This is an optimization exercise on Yosys and OpenROAD, whose aim is small area, not a production implementation. The RTL was checked by simulation tests, not by an equivalence proof against the original design. No activity file was given, so power comes from the tool's default toggle rates.

==> flow/design.v (excerpt) <==
module eth_pkt_buffer #(
    parameter int unsigned DEPTH      = 64,
    parameter logic [31:0] PORTA_ADDR = 32'h0000_ABCD,
    parameter logic [31:0] PORTB_ADDR = 32'h0000_BEEF
) (
    input  logic        clk,
    input  logic        reset,
    input  logic        inWrEn,
    input  logic [33:0] inData,
    output logic        outValid,
    input  logic        outReady,
    output logic [33:0] outData,
    output logic        outPort,
    output logic [15:0] dropCount,
    output logic [15:0] pktCount
);
    localparam int unsigned AW = $clog2(DEPTH);
    localparam int unsigned PW = AW + 1;
    localparam int unsigned WW = 33;
    function automatic integer port_bit(input integer unused);
        integer b;
        begin
            port_bit = 0;
            for (b = 31; b >= 0; b = b - 1)
                if (PORTA_ADDR[b] != PORTB_ADDR[b]) port_bit = b;
        end
    endfunction
    localparam int unsigned PB = port_bit(0);
    typedef enum logic [1:0] {
        W_IDLE = 2'd0,
        W_PKT  = 2'd1,
        W_DROP = 2'd2
    } wstate_e;
    logic [WW-1:0] mem [DEPTH];
    logic [WW-1:0] mem_d_c [DEPTH];
    logic [DEPTH-1:0] row_we_c, row_nwe_c;
    wstate_e       state_q, state_d;
  ...
Size: ~6300 cells after synthesis, about 2200 flip-flops, ~81000 µm² of cells after synthesis.
export LEC_CHECK = 0
export CAP_MARGIN = 20
export CORE_MARGIN = 2
export CORE_UTILIZATION = 40
export CTS_BUF_LIST = sky130_fd_sc_hd__clkbuf_8
export CTS_CLUSTER_DIAMETER = 60
export CTS_CLUSTER_SIZE = 15
export PLACE_DENSITY = 0.7
export SLEW_MARGIN = 20
export SYNTH_HIERARCHICAL = 1
create_clock -name core_clock -period 8.0 [get_ports {clk}]
standard.sh (not shown) runs the stock make flow with config.mk's settings and CLKGATE_MAP_FILE= SYNTH_SCRIPT=/design/flow/synth_recipe.tcl, a recipe that flattens the netlist after the stock synthesis.
==> flow/flow/run.sh <==
#!/bin/bash
# Layout flow: the standard ORFS flow (standard.sh), with two changes:
#  - port buffers use the smallest buffer (every port still gets its own buffer);
#  - clock tree synthesis inserts no dummy loads, with clkbuf_8 sink clusters of up to 15 sinks.
# The full output of the run goes to flow_standard.log; ORFS keeps each step's log under orfs/logs.
set -euo pipefail
export BUFFER_PORTS_ARGS="-buffer_cell sky130_fd_sc_hd__buf_1"
export CTS_ARGS="-sink_clustering_enable -repair_clock_nets -dont_use_dummy_load -buf_list sky130_fd_sc_hd__clkbuf_8 -sink_clustering_size 15 -sink_clustering_max_diameter 60"
bash standard.sh > flow_standard.log 2>&1
Rerun with:
--- a/flow/design.v
+++ b/flow/design.v
@@ -168,21 +168,25 @@
             out_eop_q   <= 1'b1;
         end else if (rd_load_c) begin
             rd_ptr_q    <= rd_ptr_q + PW'(1);
             out_valid_q <= 1'b1;
             out_eop_q   <= rd_word_c[32];
         end else if (outReady) begin
             out_valid_q <= 1'b0;
         end
     end
+    logic [31:0] out_pay_d_c;
+    eth_pkt_buffer_hold #(.W(32)) u_out_hold (
+        .we(rd_load_c), .nwe(!rd_load_c), .d(rd_word_c[31:0]), .q(out_pay_q), .y(out_pay_d_c)
+    );
+    always_ff @(posedge clk) out_pay_q <= out_pay_d_c;
     always_ff @(posedge clk) begin
         if (rd_load_c) begin
-            out_pay_q  <= rd_word_c[31:0];
             out_sop_q  <= out_eop_q;
             out_port_q <= out_eop_q ? (rd_word_c[PB] == PORTB_ADDR[PB]) : out_port_q;
         end
     end
     assign outValid = out_valid_q;
     assign outData  = {out_eop_q, out_sop_q, out_pay_q};
     assign outPort  = out_port_q;
     logic [15:0] drop_cnt_q;
     logic [15:0] pkt_cnt_q;
@@ -206,27 +210,37 @@
     input  logic                we,
     input  logic [AW-1:0]       a,
     output logic [(1<<AW)-1:0]  row_we,
     output logic [(1<<AW)-1:0]  row_nwe
 );
     localparam int unsigned LW = AW / 2;
     localparam int unsigned HW = AW - LW;
     logic [(1<<LW)-1:0] nlo;
     logic [(1<<HW)-1:0] nhi;
-    eth_pkt_buffer_npre #(.W(LW)) u_lo (.en(we),   .a(a[LW-1:0]),  .ny(nlo));
-    eth_pkt_buffer_npre #(.W(HW)) u_hi (.en(1'b1), .a(a[AW-1:LW]), .ny(nhi));
+    eth_pkt_buffer_npre_en #(.W(LW)) u_lo (.en(we), .a(a[LW-1:0]), .ny(nlo));
+    eth_pkt_buffer_npre #(.W(HW)) u_hi (.a(a[AW-1:LW]), .ny(nhi));
     eth_pkt_buffer_grid #(.NL(1<<LW), .NH(1<<HW)) u_grid (
         .nlo(nlo), .nhi(nhi), .y(row_we), .ny(row_nwe)
     );
 endmodule
 module eth_pkt_buffer_npre #(
     parameter int unsigned W = 3
 ) (
+    input  logic [W-1:0]      a,
+    output logic [(1<<W)-1:0] ny
+);
+    always_comb begin
+        for (int i = 0; i < (1 << W); i++) ny[i] = (a != W'(i));
+    end
+endmodule
+module eth_pkt_buffer_npre_en #(
+    parameter int unsigned W = 3
+) (
     input  logic              en,
     input  logic [W-1:0]      a,
     output logic [(1<<W)-1:0] ny
 );
     always_comb begin
         for (int i = 0; i < (1 << W); i++) ny[i] = !(en && a == W'(i));
     end
 endmodule
 module eth_pkt_buffer_grid #(
@@ -261,20 +275,20 @@
     parameter int unsigned AW = 6
 ) (
     input  logic [AW-1:0]      a,
     output logic [(1<<AW)-1:0] s
 );
     localparam int unsigned LW = AW / 2;
     localparam int unsigned HW = AW - LW;
     logic [(1<<LW)-1:0] nlo;
     logic [(1<<HW)-1:0] nhi;
-    eth_pkt_buffer_npre #(.W(LW)) u_lo (.en(1'b1), .a(a[LW-1:0]),  .ny(nlo));
-    eth_pkt_buffer_npre #(.W(HW)) u_hi (.en(1'b1), .a(a[AW-1:LW]), .ny(nhi));
+    eth_pkt_buffer_npre #(.W(LW)) u_lo (.a(a[LW-1:0]),  .ny(nlo));
+    eth_pkt_buffer_npre #(.W(HW)) u_hi (.a(a[AW-1:LW]), .ny(nhi));
     eth_pkt_buffer_nor_grid #(.NL(1<<LW), .NH(1<<HW)) u_grid (.nlo(nlo), .nhi(nhi), .y(s));
 endmodule
 module eth_pkt_buffer_nor_grid #(
     parameter int unsigned NL = 8,
     parameter int unsigned NH = 8
 ) (
     input  logic [NL-1:0]    nlo,
     input  logic [NH-1:0]    nhi,
     output logic [NL*NH-1:0] y
Count of clock-buffer cells in the layout fell by 4; fmax fell by 4.5%; worst setup slack loses 0.27 ns; design area stays flat; first-iteration DRC count rose by 2.2%; synthesized area is about the same; non-clock buffer count fell by 11; power rose by 15%; global-route usage rose by 0.43 points; core utilization fell by 0.11 points.

re-timing with driven ports:
Ports are ideal in the flow. The routed layouts listed here were re-timed in OpenROAD.
Step 1 assumes that a clkbuf_16 drives the clock port and a buf_2 every other input.
Step 2 moves the port delays by t, midway between the first and last clock arrival at a register: inputs arrive t later, outputs are due t later. That takes back most of the time a late clock gives input paths.
a / b / c = ideal ports / drivers / drivers and shift; a / b = the first two.
| run | t, ns | slack for setup (ns) | worst register clock-pin slew, ns | worst slew at a driven data input, ns |
|---|---|---|---|---|
| the first run | 1.016 | 2.310 / 2.361 / 1.344 | 0.11 / 0.11 | 0.10 |
| the second run | 1.023 | 2.044 / 2.079 / 1.056 | 0.11 / 0.11 | 0.18 |
After both steps setup and hold are still met in every run listed. The setup slack of the second run, which loses most, moves by +0.035 ns with the drivers and by -0.988 ns with both steps.
